Context: an optimization exercise on an open-source flow, tuned for small area, a short achievable clock period and few clock cycles per item. The choices shown serve that exercise and are no tape-out recipe. The RTL was checked by simulation tests, not by an equivalence proof against the original design. Power and IR drop assume default switching activity.

P:
==> flow/design.v (excerpt) <==
module kmeans_top #(
    parameter int num_pixels = 100,
    parameter int iterations = 3
) (
    input  logic                clk,
    input  logic                reset,
    input  logic                start,
    output logic [16-1:0]   pixel_addr,
    input  logic signed [16-1:0] a_data,
    input  logic                cluster_id_rdata,
    input  logic                rgb_dark,
    output logic                cluster_id_we,
    output logic                cluster_id_wdata,
    output logic                lab_clear,
    output logic                done_kmeans,
    output logic                done_cluster
);
Size: roughly 1300 cells after synthesis, ~42 I/O pins.
export LEC_CHECK = 0
export ABC_AREA = 1
export CAP_MARGIN = 20
export CORE_MARGIN = 2
export CORE_UTILIZATION = 40
export CTS_BUF_LIST = sky130_fd_sc_hd__clkbuf_8
export PLACE_DENSITY = 0.7
export SETUP_SLACK_MARGIN = 3.4
export SLEW_MARGIN = 20
create_clock -name core_clock -period 5.5 [get_ports {clk}]
standard.sh (not shown) runs the stock make flow with config.mk's settings and CLKGATE_MAP_FILE= SYNTH_SCRIPT=/design/flow/synth_recipe.tcl, a recipe that flattens the netlist after the stock synthesis.
==> flow/flow/run.sh <==
#!/bin/bash
set -euo pipefail
bash standard.sh finish "BUFFER_PORTS_ARGS=-buffer_cell sky130_fd_sc_hd__buf_4" \
    > standard_flow.log 2>&1
Testbench counts of P, summed over its fixed seeds: cycles 30,824, jobs 48.
What Q does differently from P at the input level:
# P
export LEC_CHECK = 0
export ABC_AREA = 1
export CAP_MARGIN = 20
export CORE_MARGIN = 2
export CORE_UTILIZATION = 40
export CTS_BUF_LIST = sky130_fd_sc_hd__clkbuf_8
export PLACE_DENSITY = 0.7
export SETUP_SLACK_MARGIN = 3.4
export SLEW_MARGIN = 20
create_clock -name core_clock -period 5.5 [get_ports {clk}]
# Q
export LEC_CHECK = 0
export ABC_AREA = 1
export CAP_MARGIN = 20
export CORE_MARGIN = 2
export CORE_UTILIZATION = 35
export CTS_BUF_LIST = sky130_fd_sc_hd__clkbuf_8
export SETUP_SLACK_MARGIN = 3.4
export SLEW_MARGIN = 20
create_clock -name core_clock -period 5.5 [get_ports {clk}]
- | clock tree cell share of total cell area | higher: Q |
- Any difference in post-CTS clock slew at the launch and capture registers of the worst setup and hold paths between Q and P is small enough to ignore.
- Q ends up with a final cell count that is about 3% higher than in P.
- P → Q: worst-case clock skew held; total power has increased; worst slew slack as a fraction of its limit now sits lower.
- Tap cell instance count is higher on Q


kmeans_top, a different RTL version from the one above (not shown whole).
For scale: roughly 130 flip-flops, ~42 I/O pins, about 9900 sq um of cells after synthesis.
## kmeans_top
module kmeans_top #(
    parameter int num_pixels = 100,
    parameter int iterations = 3
) (
    input  logic                clk,
    input  logic                reset,
    input  logic                start,
    output logic [16-1:0]   pixel_addr,
    input  logic signed [16-1:0] a_data,
    input  logic                cluster_id_rdata,
    input  logic                rgb_dark,
    output logic                cluster_id_we,
    output logic                cluster_id_wdata,
    output logic                lab_clear,
    output logic                done_kmeans,
    output logic                done_cluster
);
    localparam int SW = 16;    
    localparam int AW = 7;               
    localparam int QW = 16;              
    localparam int RW = 7;               
    localparam int TW = RW + QW;         
    localparam logic [1:0] M_IDLE = 2'd0;
    localparam logic [1:0] M_RD   = 2'd1;    
    localparam logic [1:0] M_DV   = 2'd2;    
    localparam logic [1:0] M_IL   = 2'd3;    
    localparam logic [AW-1:0] LAST   = AW'(num_pixels - 1);
    localparam logic [AW-1:0] DV_JMP = AW'(128 - QW - 3);
    localparam logic [QW-1:0] C0U = QW'(0 + 32768);
  ...
clock: 5.5 ns
lec_check: 0
abc_area: 1
cap_margin: 20
core_margin: 2
core_utilization: 40
cts_buf_list: sky130_fd_sc_hd__clkbuf_8
place_density: 0.8
setup_slack_margin: 3.4
slew_margin: 20
Scripts as last shown in full above: flow/flow/run.sh
Testbench counts at the start, summed over its fixed seeds: cycles 30,728, jobs 48.
Change:
--- a/flow/config.mk
+++ b/flow/config.mk
@@ -11,5 +11,5 @@
 export CORE_UTILIZATION = 40
 export CTS_BUF_LIST = sky130_fd_sc_hd__clkbuf_8
-export PLACE_DENSITY = 0.8
 export SETUP_SLACK_MARGIN = 3.4
 export SLEW_MARGIN = 20
+export TNS_END_PERCENT = 0
- routed wire length went down by 0.34%
- critical path depth is unchanged
- sequential cell count stays the same
Change:
--- a/flow/config.mk
+++ b/flow/config.mk
@@ -11,5 +11,4 @@
 export CORE_UTILIZATION = 40
 export CTS_BUF_LIST = sky130_fd_sc_hd__clkbuf_8
-export SETUP_SLACK_MARGIN = 3.4
+export SETUP_SLACK_MARGIN = 3.3
 export SLEW_MARGIN = 20
-export TNS_END_PERCENT = 0
=> Power hardly moves; critical path depth does not change; die area is unchanged; global-route usage does not change; via count hardly moves; core utilization climbs by 0.10 points; final area hardly moves; sequential power barely changes; synthesized area is unchanged.
Change:
--- a/flow/config.mk
+++ b/flow/config.mk
@@ -11,4 +11,4 @@
 export CORE_UTILIZATION = 40
 export CTS_BUF_LIST = sky130_fd_sc_hd__clkbuf_8
-export SETUP_SLACK_MARGIN = 3.3
+export SETUP_SLACK_MARGIN = 3.2
 export SLEW_MARGIN = 20
What happened: Non-clock buffer count goes down by 6; setup slack is worse by 0.074 ns; die area does not change; first-iteration DRC count goes down by 4.5%; sequential share of layout area goes up by 0.14 points.
Change:
--- a/flow/config.mk
+++ b/flow/config.mk
@@ -10,5 +10,4 @@
 export CORE_MARGIN = 2
 export CORE_UTILIZATION = 40
-export CTS_BUF_LIST = sky130_fd_sc_hd__clkbuf_8
-export SETUP_SLACK_MARGIN = 3.2
+export SETUP_SLACK_MARGIN = 3.4
 export SLEW_MARGIN = 20
The changed run completed with no timing, DRC or antenna violations; global-route usage is higher by 0.14 points; core utilization is higher by 1.8 points; worst setup slack improves by 0.17 ns; hold slack degrades by 0.010 ns; routed wire length is higher by 1.5%; synthesized area does not change; design area is higher by about 4%; power is higher by about 12%.
Change:
--- a/flow/config.mk
+++ b/flow/config.mk
@@ -10,4 +10,5 @@
 export CORE_MARGIN = 2
 export CORE_UTILIZATION = 40
+export CTS_BUF_LIST = sky130_fd_sc_hd__clkbuf_8
 export SETUP_SLACK_MARGIN = 3.4
 export SLEW_MARGIN = 20
Result: The changed run completed with no timing, DRC or antenna violations. Worst setup slack gains 0.016 ns. Final area fell by 1.5%. Combinational power hardly moves. Power fell by about 9%. Via count is about the same. Wire length barely changes. Register-to-register slack loses 0.02 ns. Clock skew rose by 0.0059 ns. Hold slack gains 0.013 ns.

[static timing again, ports no longer ideal]
No port has a modelled driver above. Below, the same layouts with a new extraction and two added sets of constraints. Step 1 (the two cells are an assumption about what drives the block):
set clk [get_ports {clk}]
set_driving_cell -lib_cell sky130_fd_sc_hd__clkbuf_16 $clk
set_driving_cell -lib_cell sky130_fd_sc_hd__buf_2 [delete_from_list [all_inputs] $clk]
Step 2 moves the port delays by t, midway between the first and last clock arrival at a register: inputs arrive t later, outputs are due t later. That takes back most of the time a late clock gives input paths. Slacks: ideal / step 1 / step 2; pairs: ideal / step 1.
run	shift t [ns]	slack for setup (ns)	clock arrival spread, ns
P	0.497	3.433 / 3.392 / 3.146	0.016 / 0.016
Q	0.495	3.443 / 3.400 / 3.147	0.016 / 0.015
the first run of note 2	0.496	3.430 / 3.389 / 3.199	0.019 / 0.019
the second run of note 2	0.488	3.344 / 3.300 / 3.204	0.019 / 0.019
the third run of note 2	0.490	3.341 / 3.297 / 3.202	0.021 / 0.021
the fourth run of note 2	0.490	3.267 / 3.223 / 3.202	0.017 / 0.018
the fifth run of note 2	0.462	3.437 / 3.388 / 3.174	0.013 / 0.013
the sixth run of note 2	0.487	3.453 / 3.407 / 3.186	0.019 / 0.019
After both steps setup and hold are still met in every run listed. For Q, which loses most, drivers alone change the setup slack by -0.043 ns; drivers and shift together by -0.296 ns.
